This design comes from an exercise in tuning for small area and a short achievable clock period on the open sky130 flow, not from production work.
The RTL was checked by simulation tests, not by an equivalence proof against the original design.

==> v16: inputs <==
// alu_dpath
module alu_dpath (
  input  logic                 clk,
  input  logic                 rst_n,
  input  logic                 alu_req,
  input  logic                 alu_add,
  input  logic                 alu_sub,
  input  logic                 alu_xor,
  input  logic                 alu_sll,
  input  logic                 alu_srl,
  input  logic                 alu_sra,
  input  logic                 alu_or,
  input  logic                 alu_and,
  input  logic                 alu_slt,
  input  logic                 alu_sltu,
  input  logic                 alu_lui,
  input  logic                 alu_dot,
  input  logic [32-1:0] alu_op1,
  input  logic [32-1:0] alu_op2,
  input  logic [32-1:0] dot_a0,
  input  logic [32-1:0] dot_a1,
  input  logic [32-1:0] dot_a2,
  input  logic [32-1:0] dot_a3,
  input  logic [32-1:0] dot_a4,
  input  logic [32-1:0] dot_a5,
  input  logic [32-1:0] dot_a6,
  input  logic [32-1:0] dot_a7,
  input  logic                 bjp_req,
  input  logic [32-1:0] bjp_op1,
  input  logic [32-1:0] bjp_op2,
  input  logic                 bjp_add,
  input  logic                 bjp_cmp_eq,
  input  logic                 bjp_cmp_ne,
  input  logic                 bjp_cmp_lt,
  input  logic                 bjp_cmp_gt,
  input  logic                 bjp_cmp_ltu,
  input  logic                 bjp_cmp_gtu,
  input  logic                 agu_req,
  input  logic [32-1:0] agu_op1,
  input  logic [32-1:0] agu_op2,
  input  logic                 agu_swap,
  input  logic                 agu_add,
  input  logic                 agu_and,
  input  logic                 agu_or,
  input  logic                 agu_xor,
  input  logic                 agu_max,
  input  logic                 agu_min,
  input  logic                 agu_maxu,
  input  logic                 agu_minu,
  input  logic                 sbf_0_ena,
  input  logic [32-1:0] sbf_0_nxt,
  input  logic                 sbf_1_ena,
  input  logic [32-1:0] sbf_1_nxt,
  output logic [32-1:0] dpath_res,
  output logic                 cmp_res,
  output logic [32-1:0] sbf_0_r,
  output logic [32-1:0] sbf_1_r
);
==> flow/config.mk <==
export PLATFORM = sky130hd
export DESIGN_NAME = alu_dpath
export DESIGN_NICKNAME = alu_dpath
export VERILOG_FILES = /design/flow/design.v
export SDC_FILE = /design/flow/constraint.sdc
export NUM_CORES = 4
export LEC_CHECK = 0
export ABC_AREA = 1
export CAP_MARGIN = 25
export CORE_MARGIN = 2
export CORE_UTILIZATION = 45
export PLACE_DENSITY = 0.65
export SETUP_SLACK_MARGIN = 4
export SLEW_MARGIN = 25
export SYNTH_HIERARCHICAL = 1
export BUFFER_PORTS_ARGS = -buffer_cell sky130_fd_sc_hd__buf_1
export SKIP_GATE_CLONING = 1
==> flow/constraint.sdc <==
create_clock -name core_clock -period 20.0 [get_ports {clk}]
set_input_delay 4.0000 -clock core_clock [delete_from_list [all_inputs] [get_ports {clk}]]
set_output_delay 4.0000 -clock core_clock [all_outputs]
set_load 0.01 [all_outputs]
standard.sh (not shown) runs the stock make flow with config.mk's settings and CLKGATE_MAP_FILE= SYNTH_SCRIPT=/design/flow/synth_recipe.tcl, a recipe that flattens the netlist after the stock synthesis.
==> flow/flow/run.sh <==
#!/bin/bash
set -e
cp standard.sh standard_sh_copy.log
cp config.mk config_mk_orig.log
echo 'export BUFFER_PORTS_ARGS = -buffer_cell sky130_fd_sc_hd__buf_1' >> config.mk
echo 'export SKIP_GATE_CLONING = 1' >> config.mk
bash standard.sh > standard.log 2>&1
==> inputs of v30, as changes to v16 <==
--- a/flow/design.v
+++ b/flow/design.v
@@ -22,53 +22,34 @@
   input  logic a,
   input  logic b,
   output logic s,
   output logic co
 );
   assign s  = a ^ b;
   assign co = a & b;
 endmodule
-module alu_pfx_n (
+module alu_pfx (
   input  logic gh,
   input  logic ph,
   input  logic gl,
   input  logic pl,
-  output logic g_n,
-  output logic p_n
-);
-  assign g_n = ~(gh | (ph & gl));
-  assign p_n = ~(ph & pl);
-endmodule
-module alu_pfx_p (
-  input  logic gh_n,
-  input  logic ph_n,
-  input  logic gl_n,
-  input  logic pl_n,
   output logic g,
   output logic p
 );
-  assign g = ~(gh_n & (ph_n | gl_n));
-  assign p = ~(ph_n | pl_n);
+  assign g = gh | (ph & gl);
+  assign p = ph & pl;
 endmodule
-module alu_pfx_gn (
+module alu_pfx_g (
   input  logic gh,
   input  logic ph,
   input  logic gl,
-  output logic g_n
-);
-  assign g_n = ~(gh | (ph & gl));
-endmodule
-module alu_pfx_gp (
-  input  logic gh_n,
-  input  logic ph_n,
-  input  logic gl_n,
   output logic g
 );
-  assign g = ~(gh_n & (ph_n | gl_n));
+  assign g = gh | (ph & gl);
 endmodule
 `timescale 1ns/1ps
 module alu_dot_unit (
   input  logic [32-1:0]   dot_a0,
   input  logic [32-1:0]   dot_a1,
   input  logic [32-1:0]   dot_a2,
   input  logic [32-1:0]   dot_a3,
   input  logic [32-1:0]   dot_a4,
@@ -3547,48 +3528,41 @@
   alu_dot_unit u_dot_unit (
     .dot_a0, .dot_a1, .dot_a2, .dot_a3,
     .dot_a4, .dot_a5, .dot_a6, .dot_a7,
     .dot_s, .dot_c
   );
   assign b_inv = b ^ {32{f_subtract}};
   assign {carry, sum} = {1'b0, a} + {1'b0, b_inv} + {{32{1'b0}}, f_subtract};
   logic [32-1:0] dot_res;
-  logic [32-1:0] hp_n;
+  logic [32-1:0] hp;
+  logic [32-1:0] hg;
   logic [32-1:0] pg_g [6];
   logic [32-1:0] pg_p [6];
-  assign hp_n    = ~(dot_s ^ dot_c);
-  assign pg_g[0] = ~(dot_s & dot_c);
-  assign pg_p[0] = hp_n;
+  for (genvar i = 0; i < 32; i++) begin : g_pg
+    alu_ha u_pg (.a(dot_s[i]), .b(dot_c[i]), .s(hp[i]), .co(hg[i]));
+  end
+  assign pg_g[0] = hg;
+  assign pg_p[0] = hp;
   for (genvar k = 0; k < 5; k++) begin : g_lvl
     for (genvar i = 0; i < 32; i++) begin : g_bit
       if (i < (1 << k)) begin : g_done
-        assign pg_g[k+1][i] = ~pg_g[k][i];
-        assign pg_p[k+1][i] = ~pg_p[k][i];
+        assign pg_g[k+1][i] = pg_g[k][i];
+        assign pg_p[k+1][i] = pg_p[k][i];
       end else if (i < (2 << k)) begin : g_gray
-        if (k % 2 == 1) begin : g_n
-          alu_pfx_gn u_pfx (.gh(pg_g[k][i]), .ph(pg_p[k][i]), .gl(pg_g[k][i-(1<<k)]),
-                            .g_n(pg_g[k+1][i]));
-        end else begin : g_p
-          alu_pfx_gp u_pfx (.gh_n(pg_g[k][i]), .ph_n(pg_p[k][i]), .gl_n(pg_g[k][i-(1<<k)]),
-                            .g(pg_g[k+1][i]));
-        end
-        assign pg_p[k+1][i] = ~pg_p[k][i];
+        alu_pfx_g u_pfx (.gh(pg_g[k][i]), .ph(pg_p[k][i]), .gl(pg_g[k][i-(1<<k)]),
+                         .g(pg_g[k+1][i]));
+        assign pg_p[k+1][i] = pg_p[k][i];
       end else begin : g_black
-        if (k % 2 == 1) begin : g_n
-          alu_pfx_n u_pfx (.gh(pg_g[k][i]), .ph(pg_p[k][i]), .gl(pg_g[k][i-(1<<k)]),
-                           .pl(pg_p[k][i-(1<<k)]), .g_n(pg_g[k+1][i]), .p_n(pg_p[k+1][i]));
-        end else begin : g_p
-          alu_pfx_p u_pfx (.gh_n(pg_g[k][i]), .ph_n(pg_p[k][i]), .gl_n(pg_g[k][i-(1<<k)]),
-                           .pl_n(pg_p[k][i-(1<<k)]), .g(pg_g[k+1][i]), .p(pg_p[k+1][i]));
-        end
+        alu_pfx u_pfx (.gh(pg_g[k][i]), .ph(pg_p[k][i]), .gl(pg_g[k][i-(1<<k)]),
+                       .pl(pg_p[k][i-(1<<k)]), .g(pg_g[k+1][i]), .p(pg_p[k+1][i]));
       end
     end
   end
-  assign dot_res = ~(hp_n ^ {pg_g[5][32-2:0], 1'b0});
+  assign dot_res = hp ^ {pg_g[5][32-2:0], 1'b0};
   assign lt = f_signed ? (a[32-1] ^ b_inv[32-1] ^ carry) : ~carry;
   logic                 f_right;
   logic                 fill;
   logic [32-1:0] sh_in;
   logic [32-1:0] sh_st [6];
   assign f_right = f_srl | f_sra;
   assign fill    = f_sra & a[32-1];
   for (genvar i = 0; i < 32; i++) begin : g_rev_in
CORE_UTILIZATION = 50   (was 45)
PLACE_DENSITY = 0.8   (was 0.65)
==> comparison table <==
metric                                                                      v16                       v30
Final cycle utilization of the critical path                              0.814                     0.799
Multi-input gates                                                          5638                      5758
Area share of and/or/nand/nor cells after synthesis                       0.145                     0.162
Relative max-transition margin                                            0.285                     0.238
Pre-antenna DRT Iters                                                         9                        10
GR Util met3                                                              0.153                     0.157
Cell count after placement                                                 8629                      8752
Fillers                                                                   12300                     10700
DP Worst Slack                                                          3.17 ns                   3.32 ns
HPWL after DPL                                                           220 mm                    228 mm
Fraction of the mapped netlist area in compound gates                     0.167                     0.140
Source of the worst register-to-register timing path   u_shared_buf.sbf_1_r[30]  u_shared_buf.sbf_0_r[20]
Average instance area after synthesis                                 8.50 um^2                 8.15 um^2
Post-synthesis cell type count                                               54                        53
Via density                                                                6.68                      6.71
Result of the run                                      timing/DRC/antenna clean  timing/DRC/antenna clean
Die height                                                               362 um                    343 um
Global-route wire length before repair                                   416 mm                    416 mm
Slowest cell delay on critical path                                     0.86 ns                   0.61 ns

separate check: timing with driven ports:
In the flow no input, the clock included, has a driving cell. The finished layouts below were timed again as built, in two steps.
Step 1: set_driving_cell puts a clkbuf_16 on clk and a buf_2 on each other input, an assumption about the parent block.
Step 2 also shifts input and output timing later by t, the mid clock arrival at the registers, as if the neighbouring blocks saw the same clock.
Slacks: no drivers / after step 1 / after step 2; pairs: no drivers / after step 1.
run | t (ns) | setup slack, ns | slew at the worst register clock pin (ns)
v16 | 0.350 | 3.714 / 3.644 / 3.644 | 0.06 / 0.06
v30 | 0.359 | 4.022 / 3.996 / 3.996 | 0.06 / 0.06
After both steps setup and hold are still met in every run listed. The setup slack of v16, which loses most, moves by -0.070 ns with the drivers and by -0.070 ns with both steps.
